From an optimization exercise on the open Yosys and OpenROAD flow, aimed at small area, a short achievable clock period and few clock cycles per item; shortcuts taken in it are not production practice.
Where RTL was checked, it was by simulation tests only, not by an equivalence proof against the original.
No functional check of the RTL was part of run 1.

==> flow/design.v, too long to show whole: its modules and the start of the top module <==
// module rcc_div_stage: 21 lines
// module rcc_front: 48 lines
// module rgb_cmyk_color_converter_core: 118 lines
// module rcc_recip: 138 lines
// module rcc_black: 268 lines
// module rcc_mul: 464 lines
module rgb_cmyk_color_converter_core (
  input  logic             clk_i,
  input  logic             rst_ni,
  input  logic             start_i,
  output logic             busy_o,
  input  logic [REQ_W-1:0] req_i,
  output logic             done_o,
  output logic [RES_W-1:0] res_o
);
  // ...
==> flow/run.sh <==
#!/bin/bash
# synth_recipe.tcl (not shown) runs the flow's synth.tcl, then flattens the netlist and writes it again
# the make line also repeats each setting of config.mk as NAME=value (left out here)
make -C /OpenROAD-flow-scripts/flow DESIGN_CONFIG=/design/flow/config.mk WORK_HOME=/design/flow/orfs CLKGATE_MAP_FILE= SYNTH_SCRIPT=/design/flow/synth_recipe.tcl finish
==> flow/config.mk <==
export PLATFORM = sky130hd
export DESIGN_NAME = rgb_cmyk_color_converter_core
export DESIGN_NICKNAME = rgb_cmyk_color_converter_core
export VERILOG_FILES = /design/flow/design.v
export SDC_FILE = /design/flow/constraint.sdc
export NUM_CORES = 4
export LEC_CHECK = 0
export CAP_MARGIN = 20
export CORE_MARGIN = 2
export CORE_UTILIZATION = 40
export SLEW_MARGIN = 20
==> flow/constraint.sdc <==
create_clock -name core_clock -period 8.0 [get_ports {clk_i}]
set_input_delay 1.6000 -clock core_clock [delete_from_list [all_inputs] [get_ports {clk_i}]]
set_output_delay 1.6000 -clock core_clock [all_outputs]
set_load 0.01 [all_outputs]
==> flow_metrics.env, run 1 <==
export IMPL_status="finished with violations"
export IMPL_violatedChecks="negative setup slack"
export IMPL_critPathMaxStageDelay_ps=560
export IMPL_cp_end_kind="flip-flop"
export IMPL_top_layer_used="met5"
export IMPL_synth_cells=8835
export IMPL_critPathKind="reg -> reg"
export IMPL_grt_setup_unrepaired="yes"
export IMPL_num_vias=67000
export IMPL_dr_wl_met3_microns=11100
export IMPL_synth_top_area_share_pct=16.6
export IMPL_crit_required_ps=8560
export IMPL_busiest_layer="met2"
export IMPL_reg_largest_list="p2_q: 90 flops, st3_q: 81 flops"
export IMPL_drive_gt1_share_pct=19.0
export IMPL_cts_sinks=360
export IMPL_start_util_pct=40.3
export IMPL_grt_pass1_wl_microns=352000
export IMPL_tightest_slew_ps=1100
export IMPL_hold_end="black3_q[6]$_DFF_P_"
export IMPL_chipWidth_microns=401
export IMPL_setup_ws_ps=-574
export IMPL_grt_start_max_net_pins=65
export IMPL_ios=168
export IMPL_critPathCapture="st3_q[9]$_DFF_P_"
export IMPL_finalSetupTns_ps=-23440
export IMPL_synth_seq_cells=360
export IMPL_gr_usage_met2_pct=45.4
export IMPL_inv_count=449
export IMPL_clock_path_buffers=3
export IMPL_layout_area_seq_sq_mm=0.00724
export IMPL_path_buf_inv=5
export IMPL_clkCellAreaFrac_pct=2.11
export IMPL_m1WireLength_microns=103000
export IMPL_synth_edff_count=0
export IMPL_setup_viol=56
export IMPL_fin_util_pct=51.1
==> module rcc_div_stage, before the edit <==
module rcc_div_stage #(
  parameter int unsigned STEPS = 1
) (
  input  logic [26:0] st_i,
  output logic [26:0] st_o
);
  logic [18:0] rem;
  logic [7:0]  sh;
  logic [19:0] t;
  logic [20:0] df;
  always_comb begin
    {rem, sh} = st_i;
    for (int s = 0; s < STEPS; s++) begin
      t   = {rem, sh[7]};
      df  = {1'b0, t} - {1'b0, B_DEN};
      rem = df[20] ? t[18:0] : df[18:0];
      sh  = {sh[6:0], !df[20]};
    end
    st_o = {rem, sh};
  end
endmodule
==> module rgb_cmyk_color_converter_core, before the edit <==
module rgb_cmyk_color_converter_core (
  input  logic             clk_i,
  input  logic             rst_ni,
  input  logic             start_i,
  output logic             busy_o,
  input  logic [REQ_W-1:0] req_i,
  output logic             done_o,
  output logic [RES_W-1:0] res_o
);
  assign busy_o = 1'b0;
  logic [1:0]       f_mode;
  logic             f_bad;
  logic [2:0][13:0] f_a;
  logic [13:0]      f_b;
  logic [7:0]       f_u;
  rcc_front u_front (
    .req_i  (req_i),
    .mode_o (f_mode),
    .bad_o  (f_bad),
    .a_o    (f_a),
    .b_o    (f_b),
    .u_o    (f_u)
  );
  logic             v1_q;
  logic [1:0]       mode1_q;
  logic             bad1_q;
  logic [2:0][13:0] a1_q;
  logic [13:0]      b1_q;
  logic [7:0]       u1_q;
  always_ff @(posedge clk_i or negedge rst_ni) begin
    if (!rst_ni) v1_q <= 1'b0;
    else         v1_q <= start_i;
  end
  always_ff @(posedge clk_i) begin
    mode1_q <= f_mode;
    bad1_q  <= f_bad;
    a1_q    <= f_a;
    b1_q    <= f_b;
    u1_q    <= f_u;
  end
  logic [22:0]      recip, mb;
  logic [2:0][29:0] p;
  logic [13:0]      black;
  rcc_recip u_recip (.i_i(b1_q[6:0]), .r_o(recip));
  assign mb = mode1_q[1] ? {9'b0, b1_q} : recip;
  for (genvar l = 0; l < 3; l++) begin : g_mul
    rcc_mul u_mul (.a_i(a1_q[l]), .b_i(mb), .p_o(p[l]));
  end
  rcc_black u_black (.u_i(u1_q), .k_o(black));
  logic             v2_q;
  logic [1:0]       mode2_q;
  logic             bad2_q;
  logic [2:0][29:0] p2_q;
  logic [13:0]      black2_q;
  always_ff @(posedge clk_i or negedge rst_ni) begin
    if (!rst_ni) v2_q <= 1'b0;
    else         v2_q <= v1_q;
  end
  always_ff @(posedge clk_i) begin
    mode2_q  <= mode1_q;
    bad2_q   <= bad1_q;
    p2_q     <= p;
    black2_q <= black;
  end
  logic [2:0][26:0] m, st3;
  always_comb begin
    for (int l = 0; l < 3; l++) begin
      m[l] = p2_q[l][26:0] - {8'b0, p2_q[l][26:8]} - {26'b0, |p2_q[l][7:0]};
    end
  end
  for (genvar l = 0; l < 3; l++) begin : g_div3
    rcc_div_stage #(.STEPS(4)) u_div (.st_i(m[l]), .st_o(st3[l]));
  end
  logic             v3_q, isb3_q, bad3_q;
  logic [2:0][26:0] st3_q, st4;
  logic [13:0]      black3_q;
  always_ff @(posedge clk_i or negedge rst_ni) begin
    if (!rst_ni) v3_q <= 1'b0;
    else         v3_q <= v2_q;
  end
  always_ff @(posedge clk_i) begin
    isb3_q   <= mode2_q[1];
    bad3_q   <= bad2_q;
    black3_q <= black2_q;
    for (int l = 0; l < 3; l++)
      st3_q[l] <= mode2_q[1] ? st3[l] : {13'b0, p2_q[l][29:16]};
  end
  for (genvar l = 0; l < 3; l++) begin : g_div4
    rcc_div_stage #(.STEPS(4)) u_div (.st_i(st3_q[l]), .st_o(st4[l]));
  end
  logic             v_o_q, isb_o_q, bad_o_q;
  logic [2:0][13:0] q_o_q;
  logic [13:0]      black_o_q;
  always_ff @(posedge clk_i or negedge rst_ni) begin
    if (!rst_ni) v_o_q <= 1'b0;
    else         v_o_q <= v3_q;
  end
  always_ff @(posedge clk_i) begin
    isb_o_q   <= isb3_q;
    bad_o_q   <= bad3_q;
    black_o_q <= black3_q;
    for (int l = 0; l < 3; l++)
      q_o_q[l] <= isb3_q ? {6'b0, st4[l][7:0]} : st3_q[l][13:0];
  end
  always_comb begin
    res_o = '0;
    res_o[0] = bad_o_q;
    for (int l = 0; l < 3; l++) begin
      if (isb_o_q) begin
        if (!bad_o_q) res_o[80 - 8*l -: 8] = q_o_q[l][7:0];
      end else begin
        res_o[56 - 14*l -: 14] = q_o_q[l];
      end
    end
    res_o[14:1] = black_o_q;
  end
  assign done_o = v_o_q;
endmodule
==> module rcc_mul, before the edit <==
module rcc_mul (
  input  logic [13:0] a_i,
  input  logic [22:0] b_i,
  output logic [29:0] p_o
);
  logic [13:0][22:0] pp;
  logic [29:0] s, c;
  always_comb begin
    for (int i = 0; i < 14; i++)
      for (int j = 0; j < 23; j++)
        pp[i][j] = a_i[i] & b_i[j];
  end
  wire t1 = pp[0][13] ^ pp[1][12];
  wire t2 = pp[0][13] & pp[1][12];
  wire t3 = pp[0][14] ^ pp[1][13] ^ pp[2][12];
  wire t4 = (pp[0][14] ^ pp[1][13]) ? pp[2][12] : pp[0][14];
  wire t5 = pp[0][15] ^ pp[1][14] ^ pp[2][13];
  wire t6 = (pp[0][15] ^ pp[1][14]) ? pp[2][13] : pp[0][15];
  wire t7 = pp[0][16] ^ pp[1][15] ^ pp[2][14];
  wire t8 = (pp[0][16] ^ pp[1][15]) ? pp[2][14] : pp[0][16];
  wire t9 = pp[0][17] ^ pp[1][16] ^ pp[2][15];
  wire t10 = (pp[0][17] ^ pp[1][16]) ? pp[2][15] : pp[0][17];
  wire t11 = pp[0][18] ^ pp[1][17] ^ pp[2][16];
  wire t12 = (pp[0][18] ^ pp[1][17]) ? pp[2][16] : pp[0][18];
  wire t13 = pp[0][19] ^ pp[1][18] ^ pp[2][17];
  wire t14 = (pp[0][19] ^ pp[1][18]) ? pp[2][17] : pp[0][19];
  wire t15 = pp[0][20] ^ pp[1][19] ^ pp[2][18];
  wire t16 = (pp[0][20] ^ pp[1][19]) ? pp[2][18] : pp[0][20];
  wire t17 = pp[0][21] ^ pp[1][20] ^ pp[2][19];
  wire t18 = (pp[0][21] ^ pp[1][20]) ? pp[2][19] : pp[0][21];
  wire t19 = pp[0][22] ^ pp[1][21];
  wire t20 = pp[0][22] & pp[1][21];
  wire t21 = pp[0][9] ^ pp[1][8];
  wire t22 = pp[0][9] & pp[1][8];
  wire t23 = pp[0][10] ^ pp[1][9] ^ pp[2][8];
  wire t24 = (pp[0][10] ^ pp[1][9]) ? pp[2][8] : pp[0][10];
  wire t25 = pp[3][7] ^ pp[4][6];
  wire t26 = pp[3][7] & pp[4][6];
  wire t27 = pp[0][11] ^ pp[1][10] ^ pp[2][9];
  wire t28 = (pp[0][11] ^ pp[1][10]) ? pp[2][9] : pp[0][11];
  wire t29 = pp[3][8] ^ pp[4][7] ^ pp[5][6];
  wire t30 = (pp[3][8] ^ pp[4][7]) ? pp[5][6] : pp[3][8];
  wire t31 = pp[6][5] ^ pp[7][4];
  wire t32 = pp[6][5] & pp[7][4];
  wire t33 = pp[0][12] ^ pp[1][11] ^ pp[2][10];
  wire t34 = (pp[0][12] ^ pp[1][11]) ? pp[2][10] : pp[0][12];
  wire t35 = pp[3][9] ^ pp[4][8] ^ pp[5][7];
  wire t36 = (pp[3][9] ^ pp[4][8]) ? pp[5][7] : pp[3][9];
  wire t37 = pp[6][6] ^ pp[7][5] ^ pp[8][4];
  wire t38 = (pp[6][6] ^ pp[7][5]) ? pp[8][4] : pp[6][6];
  wire t39 = pp[9][3] ^ pp[10][2];
  wire t40 = pp[9][3] & pp[10][2];
  wire t41 = t1 ^ pp[2][11] ^ pp[3][10];
  wire t42 = (t1 ^ pp[2][11]) ? pp[3][10] : t1;
  wire t43 = pp[4][9] ^ pp[5][8] ^ pp[6][7];
  wire t44 = (pp[4][9] ^ pp[5][8]) ? pp[6][7] : pp[4][9];
  wire t45 = pp[7][6] ^ pp[8][5] ^ pp[9][4];
  wire t46 = (pp[7][6] ^ pp[8][5]) ? pp[9][4] : pp[7][6];
  wire t47 = pp[10][3] ^ pp[11][2] ^ pp[12][1];
  wire t48 = (pp[10][3] ^ pp[11][2]) ? pp[12][1] : pp[10][3];
  wire t49 = t2 ^ t3 ^ pp[3][11];
  wire t50 = (t2 ^ t3) ? pp[3][11] : t2;
  wire t51 = pp[4][10] ^ pp[5][9] ^ pp[6][8];
  wire t52 = (pp[4][10] ^ pp[5][9]) ? pp[6][8] : pp[4][10];
  wire t53 = pp[7][7] ^ pp[8][6] ^ pp[9][5];
  wire t54 = (pp[7][7] ^ pp[8][6]) ? pp[9][5] : pp[7][7];
  wire t55 = pp[10][4] ^ pp[11][3] ^ pp[12][2];
  wire t56 = (pp[10][4] ^ pp[11][3]) ? pp[12][2] : pp[10][4];
  wire t57 = t4 ^ t5 ^ pp[3][12];
  wire t58 = (t4 ^ t5) ? pp[3][12] : t4;
  wire t59 = pp[4][11] ^ pp[5][10] ^ pp[6][9];
  wire t60 = (pp[4][11] ^ pp[5][10]) ? pp[6][9] : pp[4][11];
  wire t61 = pp[7][8] ^ pp[8][7] ^ pp[9][6];
  wire t62 = (pp[7][8] ^ pp[8][7]) ? pp[9][6] : pp[7][8];
  wire t63 = pp[10][5] ^ pp[11][4] ^ pp[12][3];
  wire t64 = (pp[10][5] ^ pp[11][4]) ? pp[12][3] : pp[10][5];
  wire t65 = t6 ^ t7 ^ pp[3][13];
  wire t66 = (t6 ^ t7) ? pp[3][13] : t6;
  wire t67 = pp[4][12] ^ pp[5][11] ^ pp[6][10];
  wire t68 = (pp[4][12] ^ pp[5][11]) ? pp[6][10] : pp[4][12];
  wire t69 = pp[7][9] ^ pp[8][8] ^ pp[9][7];
  wire t70 = (pp[7][9] ^ pp[8][8]) ? pp[9][7] : pp[7][9];
  wire t71 = pp[10][6] ^ pp[11][5] ^ pp[12][4];
  wire t72 = (pp[10][6] ^ pp[11][5]) ? pp[12][4] : pp[10][6];
  wire t73 = t8 ^ t9 ^ pp[3][14];
  wire t74 = (t8 ^ t9) ? pp[3][14] : t8;
  wire t75 = pp[4][13] ^ pp[5][12] ^ pp[6][11];
  wire t76 = (pp[4][13] ^ pp[5][12]) ? pp[6][11] : pp[4][13];
  wire t77 = pp[7][10] ^ pp[8][9] ^ pp[9][8];
  wire t78 = (pp[7][10] ^ pp[8][9]) ? pp[9][8] : pp[7][10];
  wire t79 = pp[10][7] ^ pp[11][6] ^ pp[12][5];
  wire t80 = (pp[10][7] ^ pp[11][6]) ? pp[12][5] : pp[10][7];
  wire t81 = t10 ^ t11 ^ pp[3][15];
  wire t82 = (t10 ^ t11) ? pp[3][15] : t10;
  wire t83 = pp[4][14] ^ pp[5][13] ^ pp[6][12];
  wire t84 = (pp[4][14] ^ pp[5][13]) ? pp[6][12] : pp[4][14];
  wire t85 = pp[7][11] ^ pp[8][10] ^ pp[9][9];
  wire t86 = (pp[7][11] ^ pp[8][10]) ? pp[9][9] : pp[7][11];
  wire t87 = pp[10][8] ^ pp[11][7] ^ pp[12][6];
  wire t88 = (pp[10][8] ^ pp[11][7]) ? pp[12][6] : pp[10][8];
  wire t89 = t12 ^ t13 ^ pp[3][16];
  wire t90 = (t12 ^ t13) ? pp[3][16] : t12;
  wire t91 = pp[4][15] ^ pp[5][14] ^ pp[6][13];
  wire t92 = (pp[4][15] ^ pp[5][14]) ? pp[6][13] : pp[4][15];
  wire t93 = pp[7][12] ^ pp[8][11] ^ pp[9][10];
  wire t94 = (pp[7][12] ^ pp[8][11]) ? pp[9][10] : pp[7][12];
  wire t95 = pp[10][9] ^ pp[11][8] ^ pp[12][7];
  wire t96 = (pp[10][9] ^ pp[11][8]) ? pp[12][7] : pp[10][9];
  wire t97 = t14 ^ t15 ^ pp[3][17];
  wire t98 = (t14 ^ t15) ? pp[3][17] : t14;
  wire t99 = pp[4][16] ^ pp[5][15] ^ pp[6][14];
  wire t100 = (pp[4][16] ^ pp[5][15]) ? pp[6][14] : pp[4][16];
  wire t101 = pp[7][13] ^ pp[8][12] ^ pp[9][11];
  wire t102 = (pp[7][13] ^ pp[8][12]) ? pp[9][11] : pp[7][13];
  wire t103 = pp[10][10] ^ pp[11][9] ^ pp[12][8];
  wire t104 = (pp[10][10] ^ pp[11][9]) ? pp[12][8] : pp[10][10];
  wire t105 = t16 ^ t17 ^ pp[3][18];
  wire t106 = (t16 ^ t17) ? pp[3][18] : t16;
  wire t107 = pp[4][17] ^ pp[5][16] ^ pp[6][15];
  wire t108 = (pp[4][17] ^ pp[5][16]) ? pp[6][15] : pp[4][17];
  wire t109 = pp[7][14] ^ pp[8][13] ^ pp[9][12];
  wire t110 = (pp[7][14] ^ pp[8][13]) ? pp[9][12] : pp[7][14];
  wire t111 = pp[10][11] ^ pp[11][10] ^ pp[12][9];
  wire t112 = (pp[10][11] ^ pp[11][10]) ? pp[12][9] : pp[10][11];
  wire t113 = t18 ^ t19 ^ pp[2][20];
  wire t114 = (t18 ^ t19) ? pp[2][20] : t18;
  wire t115 = pp[3][19] ^ pp[4][18] ^ pp[5][17];
  wire t116 = (pp[3][19] ^ pp[4][18]) ? pp[5][17] : pp[3][19];
  wire t117 = pp[6][16] ^ pp[7][15] ^ pp[9][13];
  wire t118 = (pp[6][16] ^ pp[7][15]) ? pp[9][13] : pp[6][16];
  wire t119 = pp[10][12] ^ pp[11][11] ^ pp[12][10];
  wire t120 = (pp[10][12] ^ pp[11][11]) ? pp[12][10] : pp[10][12];
  wire t121 = t20 ^ pp[1][22] ^ pp[2][21];
  wire t122 = (t20 ^ pp[1][22]) ? pp[2][21] : t20;
  wire t123 = pp[3][20] ^ pp[4][19] ^ pp[5][18];
  wire t124 = (pp[3][20] ^ pp[4][19]) ? pp[5][18] : pp[3][20];
  wire t125 = pp[6][17] ^ pp[7][16] ^ pp[10][13];
  wire t126 = (pp[6][17] ^ pp[7][16]) ? pp[10][13] : pp[6][17];
  wire t127 = pp[11][12] ^ pp[12][11];
  wire t128 = pp[11][12] & pp[12][11];
  wire t129 = pp[2][22] ^ pp[3][21] ^ pp[4][20];
  wire t130 = (pp[2][22] ^ pp[3][21]) ? pp[4][20] : pp[2][22];
  wire t131 = pp[5][19] ^ pp[6][18] ^ pp[7][17];
  wire t132 = (pp[5][19] ^ pp[6][18]) ? pp[7][17] : pp[5][19];
  wire t133 = pp[0][6] ^ pp[1][5];
  wire t134 = pp[0][6] & pp[1][5];
  wire t135 = pp[0][7] ^ pp[1][6] ^ pp[2][5];
  wire t136 = (pp[0][7] ^ pp[1][6]) ? pp[2][5] : pp[0][7];
  wire t137 = pp[3][4] ^ pp[4][3];
  wire t138 = pp[3][4] & pp[4][3];
  wire t139 = pp[0][8] ^ pp[1][7] ^ pp[2][6];
  wire t140 = (pp[0][8] ^ pp[1][7]) ? pp[2][6] : pp[0][8];
  wire t141 = pp[3][5] ^ pp[4][4] ^ pp[5][3];
  wire t142 = (pp[3][5] ^ pp[4][4]) ? pp[5][3] : pp[3][5];
  wire t143 = pp[6][2] ^ pp[7][1];
  wire t144 = pp[6][2] & pp[7][1];
  wire t145 = t21 ^ pp[2][7] ^ pp[3][6];
  wire t146 = (t21 ^ pp[2][7]) ? pp[3][6] : t21;
  wire t147 = pp[4][5] ^ pp[5][4] ^ pp[6][3];
  wire t148 = (pp[4][5] ^ pp[5][4]) ? pp[6][3] : pp[4][5];
  wire t149 = pp[7][2] ^ pp[8][1] ^ pp[9][0];
  wire t150 = (pp[7][2] ^ pp[8][1]) ? pp[9][0] : pp[7][2];
  wire t151 = t22 ^ t23 ^ t25;
  wire t152 = (t22 ^ t23) ? t25 : t22;
  wire t153 = pp[5][5] ^ pp[6][4] ^ pp[7][3];
  wire t154 = (pp[5][5] ^ pp[6][4]) ? pp[7][3] : pp[5][5];
  wire t155 = pp[8][2] ^ pp[9][1] ^ pp[10][0];
  wire t156 = (pp[8][2] ^ pp[9][1]) ? pp[10][0] : pp[8][2];
  wire t157 = t24 ^ t26 ^ t27;
  wire t158 = (t24 ^ t26) ? t27 : t24;
  wire t159 = t29 ^ t31 ^ pp[8][3];
  wire t160 = (t29 ^ t31) ? pp[8][3] : t29;
  wire t161 = pp[9][2] ^ pp[10][1] ^ pp[11][0];
  wire t162 = (pp[9][2] ^ pp[10][1]) ? pp[11][0] : pp[9][2];
  wire t163 = t28 ^ t30 ^ t32;
  wire t164 = (t28 ^ t30) ? t32 : t28;
  wire t165 = t33 ^ t35 ^ t37;
  wire t166 = (t33 ^ t35) ? t37 : t33;
  wire t167 = t39 ^ pp[11][1] ^ pp[12][0];
  wire t168 = (t39 ^ pp[11][1]) ? pp[12][0] : t39;
  wire t169 = t34 ^ t36 ^ t38;
  wire t170 = (t34 ^ t36) ? t38 : t34;
  wire t171 = t40 ^ t41 ^ t43;
  wire t172 = (t40 ^ t41) ? t43 : t40;
  wire t173 = t45 ^ t47 ^ pp[13][0];
  wire t174 = (t45 ^ t47) ? pp[13][0] : t45;
  wire t175 = t42 ^ t44 ^ t46;
  wire t176 = (t42 ^ t44) ? t46 : t42;
  wire t177 = t48 ^ t49 ^ t51;
  wire t178 = (t48 ^ t49) ? t51 : t48;
  wire t179 = t53 ^ t55 ^ pp[13][1];
  wire t180 = (t53 ^ t55) ? pp[13][1] : t53;
  wire t181 = t50 ^ t52 ^ t54;
  wire t182 = (t50 ^ t52) ? t54 : t50;
  wire t183 = t56 ^ t57 ^ t59;
  wire t184 = (t56 ^ t57) ? t59 : t56;
  wire t185 = t61 ^ t63 ^ pp[13][2];
  wire t186 = (t61 ^ t63) ? pp[13][2] : t61;
  wire t187 = t58 ^ t60 ^ t62;
  wire t188 = (t58 ^ t60) ? t62 : t58;
  wire t189 = t64 ^ t65 ^ t67;
  wire t190 = (t64 ^ t65) ? t67 : t64;
  wire t191 = t69 ^ t71 ^ pp[13][3];
  wire t192 = (t69 ^ t71) ? pp[13][3] : t69;
  wire t193 = t66 ^ t68 ^ t70;
  wire t194 = (t66 ^ t68) ? t70 : t66;
  wire t195 = t72 ^ t73 ^ t75;
  wire t196 = (t72 ^ t73) ? t75 : t72;
  wire t197 = t77 ^ t79 ^ pp[13][4];
  wire t198 = (t77 ^ t79) ? pp[13][4] : t77;
  wire t199 = t74 ^ t76 ^ t78;
  wire t200 = (t74 ^ t76) ? t78 : t74;
  wire t201 = t80 ^ t81 ^ t83;
  wire t202 = (t80 ^ t81) ? t83 : t80;
  wire t203 = t85 ^ t87 ^ pp[13][5];
  wire t204 = (t85 ^ t87) ? pp[13][5] : t85;
  wire t205 = t82 ^ t84 ^ t86;
  wire t206 = (t82 ^ t84) ? t86 : t82;
  wire t207 = t88 ^ t89 ^ t91;
  wire t208 = (t88 ^ t89) ? t91 : t88;
  wire t209 = t93 ^ t95 ^ pp[13][6];
  wire t210 = (t93 ^ t95) ? pp[13][6] : t93;
  wire t211 = t90 ^ t92 ^ t94;
  wire t212 = (t90 ^ t92) ? t94 : t90;
  wire t213 = t96 ^ t97 ^ t99;
  wire t214 = (t96 ^ t97) ? t99 : t96;
  wire t215 = t101 ^ t103 ^ pp[13][7];
  wire t216 = (t101 ^ t103) ? pp[13][7] : t101;
  wire t217 = t98 ^ t100 ^ t102;
  wire t218 = (t98 ^ t100) ? t102 : t98;
  wire t219 = t104 ^ t105 ^ t107;
  wire t220 = (t104 ^ t105) ? t107 : t104;
  wire t221 = t109 ^ t111 ^ pp[13][8];
  wire t222 = (t109 ^ t111) ? pp[13][8] : t109;
  wire t223 = t106 ^ t108 ^ t110;
  wire t224 = (t106 ^ t108) ? t110 : t106;
  wire t225 = t112 ^ t113 ^ t115;
  wire t226 = (t112 ^ t113) ? t115 : t112;
  wire t227 = t117 ^ t119 ^ pp[13][9];
  wire t228 = (t117 ^ t119) ? pp[13][9] : t117;
  wire t229 = t114 ^ t116 ^ t118;
  wire t230 = (t114 ^ t116) ? t118 : t114;
  wire t231 = t120 ^ t121 ^ t123;
  wire t232 = (t120 ^ t121) ? t123 : t120;
  wire t233 = t125 ^ t127 ^ pp[13][10];
  wire t234 = (t125 ^ t127) ? pp[13][10] : t125;
  wire t235 = t122 ^ t124 ^ t126;
  wire t236 = (t122 ^ t124) ? t126 : t122;
  wire t237 = t128 ^ t129 ^ t131;
  wire t238 = (t128 ^ t129) ? t131 : t128;
  wire t239 = pp[11][13] ^ pp[12][12] ^ pp[13][11];
  wire t240 = (pp[11][13] ^ pp[12][12]) ? pp[13][11] : pp[11][13];
  wire t241 = t130 ^ t132 ^ pp[3][22];
  wire t242 = (t130 ^ t132) ? pp[3][22] : t130;
  wire t243 = pp[4][21] ^ pp[5][20] ^ pp[6][19];
  wire t244 = (pp[4][21] ^ pp[5][20]) ? pp[6][19] : pp[4][21];
  wire t245 = pp[7][18] ^ pp[12][13] ^ pp[13][12];
  wire t246 = (pp[7][18] ^ pp[12][13]) ? pp[13][12] : pp[7][18];
  wire t247 = pp[4][22] ^ pp[5][21] ^ pp[6][20];
  wire t248 = (pp[4][22] ^ pp[5][21]) ? pp[6][20] : pp[4][22];
  wire t249 = pp[0][4] ^ pp[1][3];
  wire t250 = pp[0][4] & pp[1][3];
  wire t251 = pp[0][5] ^ pp[1][4] ^ pp[2][3];
  wire t252 = (pp[0][5] ^ pp[1][4]) ? pp[2][3] : pp[0][5];
  wire t253 = pp[3][2] ^ pp[4][1];
  wire t254 = pp[3][2] & pp[4][1];
  wire t255 = t133 ^ pp[2][4] ^ pp[3][3];
  wire t256 = (t133 ^ pp[2][4]) ? pp[3][3] : t133;
  wire t257 = pp[4][2] ^ pp[5][1] ^ pp[6][0];
  wire t258 = (pp[4][2] ^ pp[5][1]) ? pp[6][0] : pp[4][2];
  wire t259 = t134 ^ t135 ^ t137;
  wire t260 = (t134 ^ t135) ? t137 : t134;
  wire t261 = pp[5][2] ^ pp[6][1] ^ pp[7][0];
  wire t262 = (pp[5][2] ^ pp[6][1]) ? pp[7][0] : pp[5][2];
  wire t263 = t136 ^ t138 ^ t139;
  wire t264 = (t136 ^ t138) ? t139 : t136;
  wire t265 = t141 ^ t143 ^ pp[8][0];
  wire t266 = (t141 ^ t143) ? pp[8][0] : t141;
  wire t267 = t140 ^ t142 ^ t144;
  wire t268 = (t140 ^ t142) ? t144 : t140;
  wire t269 = t145 ^ t147 ^ t149;
  wire t270 = (t145 ^ t147) ? t149 : t145;
  wire t271 = t146 ^ t148 ^ t150;
  wire t272 = (t146 ^ t148) ? t150 : t146;
  wire t273 = t151 ^ t153 ^ t155;
  wire t274 = (t151 ^ t153) ? t155 : t151;
  wire t275 = t152 ^ t154 ^ t156;
  wire t276 = (t152 ^ t154) ? t156 : t152;
  wire t277 = t157 ^ t159 ^ t161;
  wire t278 = (t157 ^ t159) ? t161 : t157;
  wire t279 = t158 ^ t160 ^ t162;
  wire t280 = (t158 ^ t160) ? t162 : t158;
  wire t281 = t163 ^ t165 ^ t167;
  wire t282 = (t163 ^ t165) ? t167 : t163;
  wire t283 = t164 ^ t166 ^ t168;
  wire t284 = (t164 ^ t166) ? t168 : t164;
  wire t285 = t169 ^ t171 ^ t173;
  wire t286 = (t169 ^ t171) ? t173 : t169;
  wire t287 = t170 ^ t172 ^ t174;
  wire t288 = (t170 ^ t172) ? t174 : t170;
  wire t289 = t175 ^ t177 ^ t179;
  wire t290 = (t175 ^ t177) ? t179 : t175;
  wire t291 = t176 ^ t178 ^ t180;
  wire t292 = (t176 ^ t178) ? t180 : t176;
  wire t293 = t181 ^ t183 ^ t185;
  wire t294 = (t181 ^ t183) ? t185 : t181;
  wire t295 = t182 ^ t184 ^ t186;
  wire t296 = (t182 ^ t184) ? t186 : t182;
  wire t297 = t187 ^ t189 ^ t191;
  wire t298 = (t187 ^ t189) ? t191 : t187;
  wire t299 = t188 ^ t190 ^ t192;
  wire t300 = (t188 ^ t190) ? t192 : t188;
  wire t301 = t193 ^ t195 ^ t197;
  wire t302 = (t193 ^ t195) ? t197 : t193;
  wire t303 = t194 ^ t196 ^ t198;
  wire t304 = (t194 ^ t196) ? t198 : t194;
  wire t305 = t199 ^ t201 ^ t203;
  wire t306 = (t199 ^ t201) ? t203 : t199;
  wire t307 = t200 ^ t202 ^ t204;
  wire t308 = (t200 ^ t202) ? t204 : t200;
  wire t309 = t205 ^ t207 ^ t209;
  wire t310 = (t205 ^ t207) ? t209 : t205;
  wire t311 = t206 ^ t208 ^ t210;
  wire t312 = (t206 ^ t208) ? t210 : t206;
  wire t313 = t211 ^ t213 ^ t215;
  wire t314 = (t211 ^ t213) ? t215 : t211;
  wire t315 = t212 ^ t214 ^ t216;
  wire t316 = (t212 ^ t214) ? t216 : t212;
  wire t317 = t217 ^ t219 ^ t221;
  wire t318 = (t217 ^ t219) ? t221 : t217;
  wire t319 = t218 ^ t220 ^ t222;
  wire t320 = (t218 ^ t220) ? t222 : t218;
  wire t321 = t223 ^ t225 ^ t227;
  wire t322 = (t223 ^ t225) ? t227 : t223;
  wire t323 = t224 ^ t226 ^ t228;
  wire t324 = (t224 ^ t226) ? t228 : t224;
  wire t325 = t229 ^ t231 ^ t233;
  wire t326 = (t229 ^ t231) ? t233 : t229;
  wire t327 = t230 ^ t232 ^ t234;
  wire t328 = (t230 ^ t232) ? t234 : t230;
  wire t329 = t235 ^ t237 ^ t239;
  wire t330 = (t235 ^ t237) ? t239 : t235;
  wire t331 = t236 ^ t238 ^ t240;
  wire t332 = (t236 ^ t238) ? t240 : t236;
  wire t333 = t241 ^ t243 ^ t245;
  wire t334 = (t241 ^ t243) ? t245 : t241;
  wire t335 = t242 ^ t244 ^ t246;
  wire t336 = (t242 ^ t244) ? t246 : t242;
  wire t337 = t247 ^ pp[7][19] ^ pp[13][13];
  wire t338 = (t247 ^ pp[7][19]) ? pp[13][13] : t247;
  wire t339 = t248 ^ pp[5][22] ^ pp[6][21];
  wire t340 = (t248 ^ pp[5][22]) ? pp[6][21] : t248;
  wire t341 = pp[0][3] ^ pp[1][2];
  wire t342 = pp[0][3] & pp[1][2];
  wire t343 = t249 ^ pp[2][2] ^ pp[3][1];
  wire t344 = (t249 ^ pp[2][2]) ? pp[3][1] : t249;
  wire t345 = t250 ^ t251 ^ t253;
  wire t346 = (t250 ^ t251) ? t253 : t250;
  wire t347 = t252 ^ t254 ^ t255;
  wire t348 = (t252 ^ t254) ? t255 : t252;
  wire t349 = t256 ^ t258 ^ t259;
  wire t350 = (t256 ^ t258) ? t259 : t256;
  wire t351 = t260 ^ t262 ^ t263;
  wire t352 = (t260 ^ t262) ? t263 : t260;
  wire t353 = t264 ^ t266 ^ t267;
  wire t354 = (t264 ^ t266) ? t267 : t264;
  wire t355 = t268 ^ t270 ^ t271;
  wire t356 = (t268 ^ t270) ? t271 : t268;
  wire t357 = t272 ^ t274 ^ t275;
  wire t358 = (t272 ^ t274) ? t275 : t272;
  wire t359 = t276 ^ t278 ^ t279;
  wire t360 = (t276 ^ t278) ? t279 : t276;
  wire t361 = t280 ^ t282 ^ t283;
  wire t362 = (t280 ^ t282) ? t283 : t280;
  wire t363 = t284 ^ t286 ^ t287;
  wire t364 = (t284 ^ t286) ? t287 : t284;
  wire t365 = t288 ^ t290 ^ t291;
  wire t366 = (t288 ^ t290) ? t291 : t288;
  wire t367 = t292 ^ t294 ^ t295;
  wire t368 = (t292 ^ t294) ? t295 : t292;
  wire t369 = t296 ^ t298 ^ t299;
  wire t370 = (t296 ^ t298) ? t299 : t296;
  wire t371 = t300 ^ t302 ^ t303;
  wire t372 = (t300 ^ t302) ? t303 : t300;
  wire t373 = t304 ^ t306 ^ t307;
  wire t374 = (t304 ^ t306) ? t307 : t304;
  wire t375 = t308 ^ t310 ^ t311;
  wire t376 = (t308 ^ t310) ? t311 : t308;
  wire t377 = t312 ^ t314 ^ t315;
  wire t378 = (t312 ^ t314) ? t315 : t312;
  wire t379 = t316 ^ t318 ^ t319;
  wire t380 = (t316 ^ t318) ? t319 : t316;
  wire t381 = t320 ^ t322 ^ t323;
  wire t382 = (t320 ^ t322) ? t323 : t320;
  wire t383 = t324 ^ t326 ^ t327;
  wire t384 = (t324 ^ t326) ? t327 : t324;
  wire t385 = t328 ^ t330 ^ t331;
  wire t386 = (t328 ^ t330) ? t331 : t328;
  wire t387 = t332 ^ t334 ^ t335;
  wire t388 = (t332 ^ t334) ? t335 : t332;
  wire t389 = t336 ^ t338 ^ t339;
  wire t390 = (t336 ^ t338) ? t339 : t336;
  wire t391 = t340 ^ pp[6][22];
  wire t392 = t340 & pp[6][22];
  wire t393 = pp[0][2] ^ pp[1][1];
  wire t394 = pp[0][2] & pp[1][1];
  wire t395 = t341 ^ pp[2][1] ^ pp[3][0];
  wire t396 = (t341 ^ pp[2][1]) ? pp[3][0] : t341;
  wire t397 = t342 ^ t343 ^ pp[4][0];
  wire t398 = (t342 ^ t343) ? pp[4][0] : t342;
  wire t399 = t344 ^ t345 ^ pp[5][0];
  wire t400 = (t344 ^ t345) ? pp[5][0] : t344;
  wire t401 = t346 ^ t347 ^ t257;
  wire t402 = (t346 ^ t347) ? t257 : t346;
  wire t403 = t348 ^ t349 ^ t261;
  wire t404 = (t348 ^ t349) ? t261 : t348;
  wire t405 = t350 ^ t351 ^ t265;
  wire t406 = (t350 ^ t351) ? t265 : t350;
  wire t407 = t352 ^ t353 ^ t269;
  wire t408 = (t352 ^ t353) ? t269 : t352;
  wire t409 = t354 ^ t355 ^ t273;
  wire t410 = (t354 ^ t355) ? t273 : t354;
  wire t411 = t356 ^ t357 ^ t277;
  wire t412 = (t356 ^ t357) ? t277 : t356;
  wire t413 = t358 ^ t359 ^ t281;
  wire t414 = (t358 ^ t359) ? t281 : t358;
  wire t415 = t360 ^ t361 ^ t285;
  wire t416 = (t360 ^ t361) ? t285 : t360;
  wire t417 = t362 ^ t363 ^ t289;
  wire t418 = (t362 ^ t363) ? t289 : t362;
  wire t419 = t364 ^ t365 ^ t293;
  wire t420 = (t364 ^ t365) ? t293 : t364;
  wire t421 = t366 ^ t367 ^ t297;
  wire t422 = (t366 ^ t367) ? t297 : t366;
  wire t423 = t368 ^ t369 ^ t301;
  wire t424 = (t368 ^ t369) ? t301 : t368;
  wire t425 = t370 ^ t371 ^ t305;
  wire t426 = (t370 ^ t371) ? t305 : t370;
  wire t427 = t372 ^ t373 ^ t309;
  wire t428 = (t372 ^ t373) ? t309 : t372;
  wire t429 = t374 ^ t375 ^ t313;
  wire t430 = (t374 ^ t375) ? t313 : t374;
  wire t431 = t376 ^ t377 ^ t317;
  wire t432 = (t376 ^ t377) ? t317 : t376;
  wire t433 = t378 ^ t379 ^ t321;
  wire t434 = (t378 ^ t379) ? t321 : t378;
  wire t435 = t380 ^ t381 ^ t325;
  wire t436 = (t380 ^ t381) ? t325 : t380;
  wire t437 = t382 ^ t383 ^ t329;
  wire t438 = (t382 ^ t383) ? t329 : t382;
  wire t439 = t384 ^ t385 ^ t333;
  wire t440 = (t384 ^ t385) ? t333 : t384;
  wire t441 = t386 ^ t387 ^ t337;
  wire t442 = (t386 ^ t387) ? t337 : t386;
  wire t443 = t388 ^ t389 ^ pp[7][20];
  wire t444 = (t388 ^ t389) ? pp[7][20] : t388;
  wire t445 = t390 ^ t391 ^ pp[7][21];
  wire t446 = (t390 ^ t391) ? pp[7][21] : t390;
  wire t447 = t392 ^ pp[7][22];
  wire t448 = t392 & pp[7][22];
  assign s = {t446, t444, t442, t440, t438, t436, t434, t432, t430, t428, t426, t424, t422, t420, t418, t416, t414, t412, t410, t408, t406, t404, t402, t400, t398, t396, t394, t393, pp[0][1], pp[0][0]};
  assign c = {t447, t445, t443, t441, t439, t437, t435, t433, t431, t429, t427, t425, t423, t421, t419, t417, t415, t413, t411, t409, t407, t405, t403, t401, t399, t397, t395, pp[2][0], pp[1][0], 1'b0};
  assign p_o = s + c;
endmodule
==> inputs of run 2 (changes only) <==
--- a/flow/design.v
+++ b/flow/design.v
@@ -10,25 +10,227 @@
   localparam logic [1:0] MODE_CMY2RGB  = 2'd3;
 endpackage
-import rcc_pkg::*;
-module rcc_div_stage #(
-  parameter int unsigned STEPS = 1
-) (
-  input  logic [26:0] st_i,
-  output logic [26:0] st_o
+module rcc_div_stage (
+  input  logic [26:0] p_i,
+  output logic [7:0]  q_o
 );
-  logic [18:0] rem;
-  logic [7:0]  sh;
-  logic [19:0] t;
-  logic [20:0] df;
-  always_comb begin
-    {rem, sh} = st_i;
-    for (int s = 0; s < STEPS; s++) begin
-      t   = {rem, sh[7]};
-      df  = {1'b0, t} - {1'b0, B_DEN};
-      rem = df[20] ? t[18:0] : df[18:0];
-      sh  = {sh[6:0], !df[20]};
-    end
-    st_o = {rem, sh};
-  end
+  logic [7:0] qh;
+  logic       nz;
+  wire b1 = p_i[18] ^ p_i[20];
+  wire b2 = p_i[18] & p_i[20];
+  wire b3 = p_i[19] ^ p_i[21] ^ p_i[23];
+  wire b4 = (p_i[19] ^ p_i[21]) ? p_i[23] : p_i[19];
+  wire b5 = p_i[20] ^ p_i[22];
+  wire b6 = p_i[20] & p_i[22];
+  wire b7 = p_i[18] ^ p_i[20];
+  wire b8 = p_i[18] & p_i[20];
+  wire b9 = p_i[19] ^ p_i[21] ^ p_i[23];
+  wire b10 = (p_i[19] ^ p_i[21]) ? p_i[23] : p_i[19];
+  wire b11 = b1 ^ p_i[22] ^ p_i[24];
+  wire b12 = (b1 ^ p_i[22]) ? p_i[24] : b1;
+  wire b13 = b2 ^ b3 ^ p_i[25];
+  wire b14 = (b2 ^ b3) ? p_i[25] : b2;
+  wire b15 = b4 ^ b5 ^ p_i[24];
+  wire b16 = (b4 ^ b5) ? p_i[24] : b4;
+  wire b17 = b6 ^ p_i[21] ^ p_i[23];
+  wire b18 = (b6 ^ p_i[21]) ? p_i[23] : b6;
+  wire b19 = p_i[22] ^ p_i[24];
+  wire b20 = p_i[22] & p_i[24];
+  wire b21 = p_i[18] ^ p_i[20];
+  wire b22 = p_i[18] & p_i[20];
+  wire b23 = p_i[19] ^ p_i[21] ^ p_i[22];
+  wire b24 = (p_i[19] ^ p_i[21]) ? p_i[22] : p_i[19];
+  wire b25 = b7 ^ p_i[22] ^ p_i[23];
+  wire b26 = (b7 ^ p_i[22]) ? p_i[23] : b7;
+  wire b27 = b8 ^ b9 ^ p_i[24];
+  wire b28 = (b8 ^ b9) ? p_i[24] : b8;
+  wire b29 = b10 ^ b11 ^ p_i[25];
+  wire b30 = (b10 ^ b11) ? p_i[25] : b10;
+  wire b31 = b12 ^ b13 ^ p_i[26];
+  wire b32 = (b12 ^ b13) ? p_i[26] : b12;
+  wire b33 = b14 ^ b15 ^ p_i[26];
+  wire b34 = (b14 ^ b15) ? p_i[26] : b14;
+  wire b35 = b16 ^ b17 ^ p_i[25];
+  wire b36 = (b16 ^ b17) ? p_i[25] : b16;
+  wire b37 = b18 ^ b19 ^ p_i[26];
+  wire b38 = (b18 ^ b19) ? p_i[26] : b18;
+  wire b39 = b20 ^ p_i[23] ^ p_i[25];
+  wire b40 = (b20 ^ p_i[23]) ? p_i[25] : b20;
+  wire b41 = p_i[24] ^ p_i[26];
+  wire b42 = p_i[24] & p_i[26];
+  wire [16:0] t_s = {1'b0, p_i[26], b42, b40, b38, b36, b34, b32, b30, b28, b26, b24, b22, b21, p_i[19], p_i[18], p_i[18]};
+  wire [16:0] t_c = {1'b0, 1'b0, p_i[25], b41, b39, b37, b35, b33, b31, b29, b27, b25, b23, p_i[21], p_i[20], p_i[19], 1'b0};
+  wire [16:0] t = t_s + t_c;
+  assign qh = t[15:8];
+  assign nz = |p_i[7:0];
+  wire b43 = p_i[5] ^ ~p_i[13];
+  wire b44 = p_i[5] & ~p_i[13];
+  wire b45 = p_i[6] ^ ~p_i[14];
+  wire b46 = p_i[6] & ~p_i[14];
+  wire b47 = p_i[7] ^ ~p_i[15];
+  wire b48 = p_i[7] & ~p_i[15];
+  wire b49 = p_i[8] ^ ~p_i[16];
+  wire b50 = p_i[8] & ~p_i[16];
+  wire b51 = p_i[9] ^ ~p_i[17] ^ ~qh[0];
+  wire b52 = (p_i[9] ^ ~p_i[17]) ? ~qh[0] : p_i[9];
+  wire b53 = p_i[10] ^ ~p_i[18] ^ ~qh[0];
+  wire b54 = (p_i[10] ^ ~p_i[18]) ? ~qh[0] : p_i[10];
+  wire b55 = ~qh[1] ^ qh[5];
+  wire b56 = ~qh[1] & qh[5];
+  wire b57 = p_i[11] ^ ~p_i[19] ^ ~qh[1];
+  wire b58 = (p_i[11] ^ ~p_i[19]) ? ~qh[1] : p_i[11];
+  wire b59 = ~qh[2] ^ qh[6] ^ 1'b1;
+  wire b60 = (~qh[2] ^ qh[6]) ? 1'b1 : ~qh[2];
+  wire b61 = p_i[12] ^ ~p_i[20] ^ qh[0];
+  wire b62 = (p_i[12] ^ ~p_i[20]) ? qh[0] : p_i[12];
+  wire b63 = ~qh[2] ^ ~qh[3] ^ qh[7];
+  wire b64 = (~qh[2] ^ ~qh[3]) ? qh[7] : ~qh[2];
+  wire b65 = p_i[13] ^ ~p_i[21] ^ qh[1];
+  wire b66 = (p_i[13] ^ ~p_i[21]) ? qh[1] : p_i[13];
+  wire b67 = ~qh[3] ^ ~qh[4];
+  wire b68 = ~qh[3] & ~qh[4];
+  wire b69 = p_i[14] ^ ~p_i[22] ^ qh[2];
+  wire b70 = (p_i[14] ^ ~p_i[22]) ? qh[2] : p_i[14];
+  wire b71 = ~qh[4] ^ ~qh[5];
+  wire b72 = ~qh[4] & ~qh[5];
+  wire b73 = p_i[15] ^ ~p_i[23] ^ qh[3];
+  wire b74 = (p_i[15] ^ ~p_i[23]) ? qh[3] : p_i[15];
+  wire b75 = ~qh[5] ^ ~qh[6];
+  wire b76 = ~qh[5] & ~qh[6];
+  wire b77 = p_i[16] ^ ~p_i[24] ^ qh[4];
+  wire b78 = (p_i[16] ^ ~p_i[24]) ? qh[4] : p_i[16];
+  wire b79 = ~qh[6] ^ ~qh[7];
+  wire b80 = ~qh[6] & ~qh[7];
+  wire b81 = p_i[17] ^ ~p_i[25] ^ qh[0];
+  wire b82 = (p_i[17] ^ ~p_i[25]) ? qh[0] : p_i[17];
+  wire b83 = qh[5] ^ ~qh[7];
+  wire b84 = qh[5] & ~qh[7];
+  wire b85 = p_i[18] ^ ~p_i[26] ^ qh[1];
+  wire b86 = (p_i[18] ^ ~p_i[26]) ? qh[1] : p_i[18];
+  wire b87 = qh[6] ^ 1'b1;
+  wire b88 = qh[6] & 1'b1;
+  wire b89 = p_i[19] ^ ~qh[0] ^ qh[2];
+  wire b90 = (p_i[19] ^ ~qh[0]) ? qh[2] : p_i[19];
+  wire b91 = p_i[20] ^ ~qh[1];
+  wire b92 = p_i[20] & ~qh[1];
+  wire b93 = p_i[21] ^ ~qh[2];
+  wire b94 = p_i[21] & ~qh[2];
+  wire b95 = p_i[22] ^ ~qh[3];
+  wire b96 = p_i[22] & ~qh[3];
+  wire b97 = p_i[23] ^ ~qh[4];
+  wire b98 = p_i[23] & ~qh[4];
+  wire b99 = p_i[24] ^ ~qh[5];
+  wire b100 = p_i[24] & ~qh[5];
+  wire b101 = p_i[0] ^ ~p_i[8];
+  wire b102 = p_i[0] & ~p_i[8];
+  wire b103 = p_i[1] ^ ~p_i[9];
+  wire b104 = p_i[1] & ~p_i[9];
+  wire b105 = p_i[2] ^ ~p_i[10];
+  wire b106 = p_i[2] & ~p_i[10];
+  wire b107 = p_i[3] ^ ~p_i[11];
+  wire b108 = p_i[3] & ~p_i[11];
+  wire b109 = p_i[4] ^ ~p_i[12];
+  wire b110 = p_i[4] & ~p_i[12];
+  wire b111 = b43 ^ qh[0] ^ ~qh[5];
+  wire b112 = (b43 ^ qh[0]) ? ~qh[5] : b43;
+  wire b113 = b44 ^ b45 ^ qh[1];
+  wire b114 = (b44 ^ b45) ? qh[1] : b44;
+  wire b115 = b46 ^ b47 ^ qh[2];
+  wire b116 = (b46 ^ b47) ? qh[2] : b46;
+  wire b117 = b48 ^ b49 ^ qh[3];
+  wire b118 = (b48 ^ b49) ? qh[3] : b48;
+  wire b119 = b50 ^ b51 ^ qh[4];
+  wire b120 = (b50 ^ b51) ? qh[4] : b50;
+  wire b121 = b52 ^ b53 ^ b55;
+  wire b122 = (b52 ^ b53) ? b55 : b52;
+  wire b123 = b54 ^ b56 ^ b57;
+  wire b124 = (b54 ^ b56) ? b57 : b54;
+  wire b125 = b58 ^ b60 ^ b61;
+  wire b126 = (b58 ^ b60) ? b61 : b58;
+  wire b127 = b62 ^ b64 ^ b65;
+  wire b128 = (b62 ^ b64) ? b65 : b62;
+  wire b129 = b66 ^ b68 ^ b69;
+  wire b130 = (b66 ^ b68) ? b69 : b66;
+  wire b131 = b70 ^ b72 ^ b73;
+  wire b132 = (b70 ^ b72) ? b73 : b70;
+  wire b133 = b74 ^ b76 ^ b77;
+  wire b134 = (b74 ^ b76) ? b77 : b74;
+  wire b135 = b78 ^ b80 ^ b81;
+  wire b136 = (b78 ^ b80) ? b81 : b78;
+  wire b137 = b82 ^ b84 ^ b85;
+  wire b138 = (b82 ^ b84) ? b85 : b82;
+  wire b139 = b86 ^ b88 ^ b89;
+  wire b140 = (b86 ^ b88) ? b89 : b86;
+  wire b141 = b90 ^ b91 ^ qh[3];
+  wire b142 = (b90 ^ b91) ? qh[3] : b90;
+  wire b143 = b92 ^ b93 ^ qh[4];
+  wire b144 = (b92 ^ b93) ? qh[4] : b92;
+  wire b145 = b94 ^ b95 ^ qh[5];
+  wire b146 = (b94 ^ b95) ? qh[5] : b94;
+  wire b147 = b96 ^ b97 ^ qh[6];
+  wire b148 = (b96 ^ b97) ? qh[6] : b96;
+  wire b149 = b98 ^ b99 ^ qh[7];
+  wire b150 = (b98 ^ b99) ? qh[7] : b98;
+  wire b151 = b100 ^ p_i[25] ^ ~qh[6];
+  wire b152 = (b100 ^ p_i[25]) ? ~qh[6] : b100;
+  wire b153 = p_i[26] ^ ~qh[7];
+  wire b154 = p_i[26] & ~qh[7];
+  wire b155 = b101 ^ ~nz;
+  wire b156 = b101 & ~nz;
+  wire b157 = b102 ^ b103 ^ ~qh[1];
+  wire b158 = (b102 ^ b103) ? ~qh[1] : b102;
+  wire b159 = b104 ^ b105 ^ ~qh[2];
+  wire b160 = (b104 ^ b105) ? ~qh[2] : b104;
+  wire b161 = b106 ^ b107 ^ ~qh[3];
+  wire b162 = (b106 ^ b107) ? ~qh[3] : b106;
+  wire b163 = b108 ^ b109 ^ ~qh[4];
+  wire b164 = (b108 ^ b109) ? ~qh[4] : b108;
+  wire b165 = b110 ^ b111 ^ 1'b1;
+  wire b166 = (b110 ^ b111) ? 1'b1 : b110;
+  wire b167 = b112 ^ b113 ^ ~qh[6];
+  wire b168 = (b112 ^ b113) ? ~qh[6] : b112;
+  wire b169 = b114 ^ b115 ^ ~qh[7];
+  wire b170 = (b114 ^ b115) ? ~qh[7] : b114;
+  wire b171 = b116 ^ b117 ^ 1'b1;
+  wire b172 = (b116 ^ b117) ? 1'b1 : b116;
+  wire b173 = b118 ^ b119 ^ 1'b1;
+  wire b174 = (b118 ^ b119) ? 1'b1 : b118;
+  wire b175 = b120 ^ b121 ^ 1'b1;
+  wire b176 = (b120 ^ b121) ? 1'b1 : b120;
+  wire b177 = b122 ^ b123 ^ b59;
+  wire b178 = (b122 ^ b123) ? b59 : b122;
+  wire b179 = b124 ^ b125 ^ b63;
+  wire b180 = (b124 ^ b125) ? b63 : b124;
+  wire b181 = b126 ^ b127 ^ b67;
+  wire b182 = (b126 ^ b127) ? b67 : b126;
+  wire b183 = b128 ^ b129 ^ b71;
+  wire b184 = (b128 ^ b129) ? b71 : b128;
+  wire b185 = b130 ^ b131 ^ b75;
+  wire b186 = (b130 ^ b131) ? b75 : b130;
+  wire b187 = b132 ^ b133 ^ b79;
+  wire b188 = (b132 ^ b133) ? b79 : b132;
+  wire b189 = b134 ^ b135 ^ b83;
+  wire b190 = (b134 ^ b135) ? b83 : b134;
+  wire b191 = b136 ^ b137 ^ b87;
+  wire b192 = (b136 ^ b137) ? b87 : b136;
+  wire b193 = b138 ^ b139 ^ qh[7];
+  wire b194 = (b138 ^ b139) ? qh[7] : b138;
+  wire b195 = b140 ^ b141 ^ 1'b1;
+  wire b196 = (b140 ^ b141) ? 1'b1 : b140;
+  wire b197 = b142 ^ b143 ^ 1'b1;
+  wire b198 = (b142 ^ b143) ? 1'b1 : b142;
+  wire b199 = b144 ^ b145 ^ 1'b1;
+  wire b200 = (b144 ^ b145) ? 1'b1 : b144;
+  wire b201 = b146 ^ b147 ^ 1'b1;
+  wire b202 = (b146 ^ b147) ? 1'b1 : b146;
+  wire b203 = b148 ^ b149 ^ 1'b1;
+  wire b204 = (b148 ^ b149) ? 1'b1 : b148;
+  wire b205 = b150 ^ b151 ^ 1'b1;
+  wire b206 = (b150 ^ b151) ? 1'b1 : b150;
+  wire b207 = b152 ^ b153 ^ 1'b1;
+  wire b208 = (b152 ^ b153) ? 1'b1 : b152;
+  wire [27:0] e_s = {b208, b206, b204, b202, b200, b198, b196, b194, b192, b190, b188, b186, b184, b182, b180, b178, b176, b174, b172, b170, b168, b166, b164, b162, b160, b158, b156, b155};
+  wire [27:0] e_c = {b154, b207, b205, b203, b201, b199, b197, b195, b193, b191, b189, b187, b185, b183, b181, b179, b177, b175, b173, b171, b169, b167, b165, b163, b161, b159, b157, ~qh[0]};
+  wire [27:0] e = e_s + e_c;
+  assign q_o = qh + {7'b0, !e[27]};
 endmodule
 import rcc_pkg::*;
@@ -124,5 +326,4 @@
   logic [22:0]      recip, mb;
   logic [2:0][29:0] p;
-  logic [13:0]      black;
   rcc_recip u_recip (.i_i(b1_q[6:0]), .r_o(recip));
   assign mb = mode1_q[1] ? {9'b0, b1_q} : recip;
@@ -130,10 +331,8 @@
     rcc_mul u_mul (.a_i(a1_q[l]), .b_i(mb), .p_o(p[l]));
   end
-  rcc_black u_black (.u_i(u1_q), .k_o(black));
   logic             v2_q;
-  logic [1:0]       mode2_q;
-  logic             bad2_q;
+  logic             isb2_q, bad2_q;
   logic [2:0][29:0] p2_q;
-  logic [13:0]      black2_q;
+  logic [7:0]       u2_q;
   always_ff @(posedge clk_i or negedge rst_ni) begin
     if (!rst_ni) v2_q <= 1'b0;
@@ -141,20 +340,17 @@
   end
   always_ff @(posedge clk_i) begin
-    mode2_q  <= mode1_q;
-    bad2_q   <= bad1_q;
-    p2_q     <= p;
-    black2_q <= black;
-  end
-  logic [2:0][26:0] m, st3;
-  always_comb begin
-    for (int l = 0; l < 3; l++) begin
-      m[l] = p2_q[l][26:0] - {8'b0, p2_q[l][26:8]} - {26'b0, |p2_q[l][7:0]};
-    end
+    isb2_q <= mode1_q[1];
+    bad2_q <= bad1_q;
+    p2_q   <= p;
+    u2_q   <= u1_q;
   end
-  for (genvar l = 0; l < 3; l++) begin : g_div3
-    rcc_div_stage #(.STEPS(4)) u_div (.st_i(m[l]), .st_o(st3[l]));
+  logic [2:0][7:0]  qb;
+  logic [13:0]      black;
+  for (genvar l = 0; l < 3; l++) begin : g_div
+    rcc_div_stage u_div (.p_i(p2_q[l][26:0]), .q_o(qb[l]));
   end
+  rcc_black u_black (.u_i(u2_q), .k_o(black));
   logic             v3_q, isb3_q, bad3_q;
-  logic [2:0][26:0] st3_q, st4;
+  logic [2:0][13:0] q3_q;
   logic [13:0]      black3_q;
   always_ff @(posedge clk_i or negedge rst_ni) begin
@@ -163,40 +359,23 @@
   end
   always_ff @(posedge clk_i) begin
-    isb3_q   <= mode2_q[1];
+    isb3_q   <= isb2_q;
     bad3_q   <= bad2_q;
-    black3_q <= black2_q;
-    for (int l = 0; l < 3; l++)
-      st3_q[l] <= mode2_q[1] ? st3[l] : {13'b0, p2_q[l][29:16]};
-  end
-  for (genvar l = 0; l < 3; l++) begin : g_div4
-    rcc_div_stage #(.STEPS(4)) u_div (.st_i(st3_q[l]), .st_o(st4[l]));
-  end
-  logic             v_o_q, isb_o_q, bad_o_q;
-  logic [2:0][13:0] q_o_q;
-  logic [13:0]      black_o_q;
-  always_ff @(posedge clk_i or negedge rst_ni) begin
-    if (!rst_ni) v_o_q <= 1'b0;
-    else         v_o_q <= v3_q;
-  end
-  always_ff @(posedge clk_i) begin
-    isb_o_q   <= isb3_q;
-    bad_o_q   <= bad3_q;
-    black_o_q <= black3_q;
+    black3_q <= black;
     for (int l = 0; l < 3; l++)
-      q_o_q[l] <= isb3_q ? {6'b0, st4[l][7:0]} : st3_q[l][13:0];
+      q3_q[l] <= isb2_q ? {6'b0, qb[l]} : p2_q[l][29:16];
   end
   always_comb begin
-    res_o = '0;
-    res_o[0] = bad_o_q;
+    res_o    = '0;
+    res_o[0] = bad3_q;
     for (int l = 0; l < 3; l++) begin
-      if (isb_o_q) begin
-        if (!bad_o_q) res_o[80 - 8*l -: 8] = q_o_q[l][7:0];
+      if (isb3_q) begin
+        if (!bad3_q) res_o[80 - 8*l -: 8] = q3_q[l][7:0];
       end else begin
-        res_o[56 - 14*l -: 14] = q_o_q[l];
+        res_o[56 - 14*l -: 14] = q3_q[l];
       end
     end
-    res_o[14:1] = black_o_q;
+    res_o[14:1] = black3_q;
   end
-  assign done_o = v_o_q;
+  assign done_o = v3_q;
 endmodule
 module rcc_recip (
@@ -612,5 +791,4 @@
 );
   logic [13:0][22:0] pp;
-  logic [29:0] s, c;
   always_comb begin
     for (int i = 0; i < 14; i++)
@@ -1066,6 +1244,7 @@
   wire t447 = t392 ^ pp[7][22];
   wire t448 = t392 & pp[7][22];
-  assign s = {t446, t444, t442, t440, t438, t436, t434, t432, t430, t428, t426, t424, t422, t420, t418, t416, t414, t412, t410, t408, t406, t404, t402, t400, t398, t396, t394, t393, pp[0][1], pp[0][0]};
-  assign c = {t447, t445, t443, t441, t439, t437, t435, t433, t431, t429, t427, t425, t423, t421, t419, t417, t415, t413, t411, t409, t407, t405, t403, t401, t399, t397, t395, pp[2][0], pp[1][0], 1'b0};
-  assign p_o = s + c;
+  wire [29:0] p_s = {t446, t444, t442, t440, t438, t436, t434, t432, t430, t428, t426, t424, t422, t420, t418, t416, t414, t412, t410, t408, t406, t404, t402, t400, t398, t396, t394, t393, pp[0][1], pp[0][0]};
+  wire [29:0] p_c = {t447, t445, t443, t441, t439, t437, t435, t433, t431, t429, t427, t425, t423, t421, t419, t417, t415, t413, t411, t409, t407, t405, t403, t401, t399, t397, t395, pp[2][0], pp[1][0], 1'b0};
+  wire [29:0] p = p_s + p_c;
+  assign p_o = p;
 endmodule
==> run 2 against run 1 <==
Effect of this change:
- largest cell class unchanged
- routed wire length shrank 24%
- now clean on timing, DRC and antenna
- critical endpoint is now recip[0]$_DFF_P_
- global-route usage shrank 1.6 points
- hold slack gained 8.7 ps
- utilization shrank 6.1 points
==> flow_metrics.env, run 2 <==
export IMPL_hold_worst_slack_ps=327
export IMPL_cts_buffers=38
export IMPL_critPathMaxStageDelay_ps=570
export IMPL_cp_end_kind="flip-flop"
export IMPL_ys_flop_type="dfxtp_1"
export IMPL_critPathCapture="recip[0]$_DFF_P_"
export IMPL_cp_arrival_ps=7980
export IMPL_min_path_type="reg -> reg"
export IMPL_stdcell_count=8905
export IMPL_fin_skew_ps=33.2
export IMPL_crit_cells=24
export IMPL_r2r_setup_slack_ps=570
export IMPL_finalSetupTns_ps=0
export IMPL_cpMaxStageDelayCell="o31ai_1"
export IMPL_dp_slack_ps=18.1
export IMPL_die_y_microns=365
export IMPL_path_buf_inv=5
export IMPL_finalMaxSlewViolations=0
export IMPL_wl_per_cell_microns=19.1
export IMPL_synth_compound_area_share_pct=14.3
export IMPL_vias_per_cell=5.47
export IMPL_hold_path_cell_count=0
export IMPL_yosys_warnings=5
export IMPL_clock_path_buffers=3
export IMPL_yosysTopAreaCell="xnor2_1"
export IMPL_maxCapViolCount=0
export IMPL_status="no timing/DRC/antenna violations"
export IMPL_r2r_end="q3_q[7]$_DFF_P_"
export IMPL_tightest_slew_ps=1060
export IMPL_yosys_area_share_simple_pct=17.2
export IMPL_grt_pass1_wl_microns=265000
export IMPL_reg_largest_list="p2_q: 90 flops, a1_q: 42 flops, q3_q: 42 flops"
export IMPL_placed_area_sq_mm=0.0567
export IMPL_synthArstFlopShare_pct=1.17
export IMPL_synth_area_top_cells="xnor2_1, ha_1, maj3_1, dfxtp_1, nand2_1"
export IMPL_cts_tree="done"
export IMPL_synth_edff_count=0
export IMPL_largest_reg_flops=90
export IMPL_worstPathCellList="clkdlybuf4s50_1 -> inv_1 -> ha_1 -> a21oi_1 -> o21ai_1 -> a21oi_2 -> buf_4 -> mux2_2 -> ha_1 -> nand4_1 -> o21ai_1 -> nand2_1 -> o211ai_1 -> nand2_1 -> a32o_1 -> a21oi_2 -> buf_4 -> ha_1 -> nor2_1 -> nor3_1 -> nor4_1 -> o31ai_1 -> buf_4 -> a2bb2oi_1"
export IMPL_syn_to_final_growth_pct=11.7
export IMPL_fin_nets=7712
export IMPL_fp_dieArea_sq_mm=0.133
export IMPL_synthAdderAreaFrac_pct=22.9
export IMPL_start_util_pct=40.3
export IMPL_synthXorXnorAreaFrac_pct=29.7
export IMPL_max_slew_margin_pct=28.9
export IMPL_num_vias=48700
export IMPL_setup_viol=0
export IMPL_r2r_cells=34
export IMPL_netlist_area_sq_mm=0.0521
export IMPL_drive_gt1_share_pct=6.20
export IMPL_htreeDepth=2
export IMPL_first_iter_violations=3442
export IMPL_fmax_mhz=133
export IMPL_drc=0
export IMPL_synth_seq_cells=256
export IMPL_largest_register="p2_q"
export IMPL_yosysSeqAreaShare_pct=9.86
export IMPL_grt_start_max_net_pins=80
export IMPL_ys_top_cells_by_count="xnor2_1, nand2_1, maj3_1"
export IMPL_ios=168
export IMPL_start_kind="primary input"
export IMPL_ant_nets=0
export IMPL_critPathLaunch="req_i[66]"
export IMPL_dpl_hpwl_microns=134000
export IMPL_setup_ws_ps=491
export IMPL_cts_sinks=256
export IMPL_dr_pass1_iters=6
export IMPL_reg2reg_from="p2_q[20]$_DFF_P_"
export IMPL_critPathKind="in -> reg"
export IMPL_muxShareOfSynthArea_pct=1.13
export IMPL_clk_pin_slew_ps=70
export IMPL_fin_crit_ps=7510
export IMPL_postSynthNetCount=7578
export IMPL_finalHoldViolations=0
export IMPL_routed_wl_microns=170000
export IMPL_final_common_cell="xnor2_1"
export IMPL_chipWidth_microns=365
export IMPL_synth_cells=6999
export IMPL_min_period_over_period_pct=93.9
export IMPL_grtUsageTotal_pct=25.0
export IMPL_layout_common_cells="xnor2_1, nand2_1, maj3_1, ha_1, xor2_1"
export IMPL_fp_coreArea_sq_mm=0.129
export IMPL_port_buffers=166
export IMPL_place_congestion=0.960
export IMPL_stdcell_area_sq_mm=0.0582
export IMPL_crit_fanout=9
export IMPL_first_global_vias=47100
export IMPL_synth_cell_types=92
export IMPL_post_synth_top_count_cell="xnor2_1"
export IMPL_clockRootBuffer="clkbuf_16"
export IMPL_synth_top_area_share_pct=21.7
export IMPL_crit_required_ps=8470
export IMPL_avgSynthCellArea_sq_um=7.45
export IMPL_grt_setup_unrepaired="no"
export IMPL_grt_ovfl_total=0
export IMPL_clock_latency_ps=610
export IMPL_crit_family="compound AO/OA/AOI/OAI gates"
export IMPL_synth_top_family_by_area="XOR/XNOR gates"
export IMPL_postCtsHoldBufs=0
export IMPL_place_inst=8833
export IMPL_antenna_found_initial=9
export IMPL_fp_row_count=132
[run 2: stage by stage]
step                      utilization (%)
final                                45.0
after global routing                 45.0
after floorplan                         -
after detailed placement             43.8
after global placement               43.8
after CTS                            44.9
[run 2: area by class of cell]
| type | count | area (sq um) |
|---|---|---|
| fillers | 13200 | 71200 |
| multi-input cells | 6089 | 44600 |
| flip-flops and latches | 256 | 5160 |
| repair buffers | 423 | 3700 |
| well taps | 1742 | 2180 |
| inverters | 325 | 1220 |
| clock buffers | 46 | 1050 |
| clock inverters | 23 | 297 |
| diodes | 1 | 2.50 |
[run 2: repair_timing]
| action | CTS | global route |
|---|---|---|
| pin swaps | 0 | 1 |
| setup buffers | 0 | 2 |
| endpoints found under the setup margin | 3 | 18 |
| gates resized for setup | 2 | 27 |
[run 2: worst min-delay path by stage]
stage                               from  slack [ps]              to
after floorplan           bad1_q$_DFF_P_         310  bad2_q$_DFF_P_
after global placement    bad2_q$_DFF_P_         320  bad3_q$_DFF_P_
after detailed placement  bad2_q$_DFF_P_         320  bad3_q$_DFF_P_
after CTS                 bad2_q$_DFF_P_         330  bad3_q$_DFF_P_
after global routing      bad2_q$_DFF_P_         350  bad3_q$_DFF_P_
final                     bad2_q$_DFF_P_         330  bad3_q$_DFF_P_
[run 2: kinds of logic after synthesis]
kind of cell,Yosys count
AO/OA/AOI/OAI,1190
other,1
adder cells (fa/ha/maj),1056
multiplexers,54
buffers and inverters,654
flip-flops,256
XOR/XNOR,1748
AND/OR/NAND/NOR,2040
[run 2: per-layer routing]
layer  GRT usage [%]  routed length (microns)
met5               0                       43
met4            8.91                     6110
met2            41.7                    76700
met3            3.10                    10100
met1            33.1                    77100
Testbench counts of run 2, summed over its fixed seeds: cycles 16,024, items 16,000.

==> re-timing with driven ports <==
How much do the figures lean on ideal ports? The routed layouts below were timed once more, with nothing changed but the port constraints. Step 1: set_driving_cell puts a clkbuf_16 on clk_i and a buf_2 on each other input, an assumption about the parent block. Step 2, shift: input delay + t, output delay - t, t = (earliest + latest rising clock arrival at the registers) / 2. This alone moves slack from input paths to output paths. Slacks: ideal / step 1 / step 2; pairs: ideal / step 1.
run	shift t [ns]	setup slack, ns	worst setup path at the end	clock arrival spread, ns
run 1	0.716	-0.574 / -0.574 / -0.574	register to register	0.041 / 0.041
run 2	0.673	0.491 / 0.548 / -0.125	input to register	0.034 / 0.034
Met with ideal ports but missed after step 2: setup timing in run 2. For run 2, which loses most, drivers alone change the setup slack by +0.057 ns; drivers and shift together by -0.616 ns.
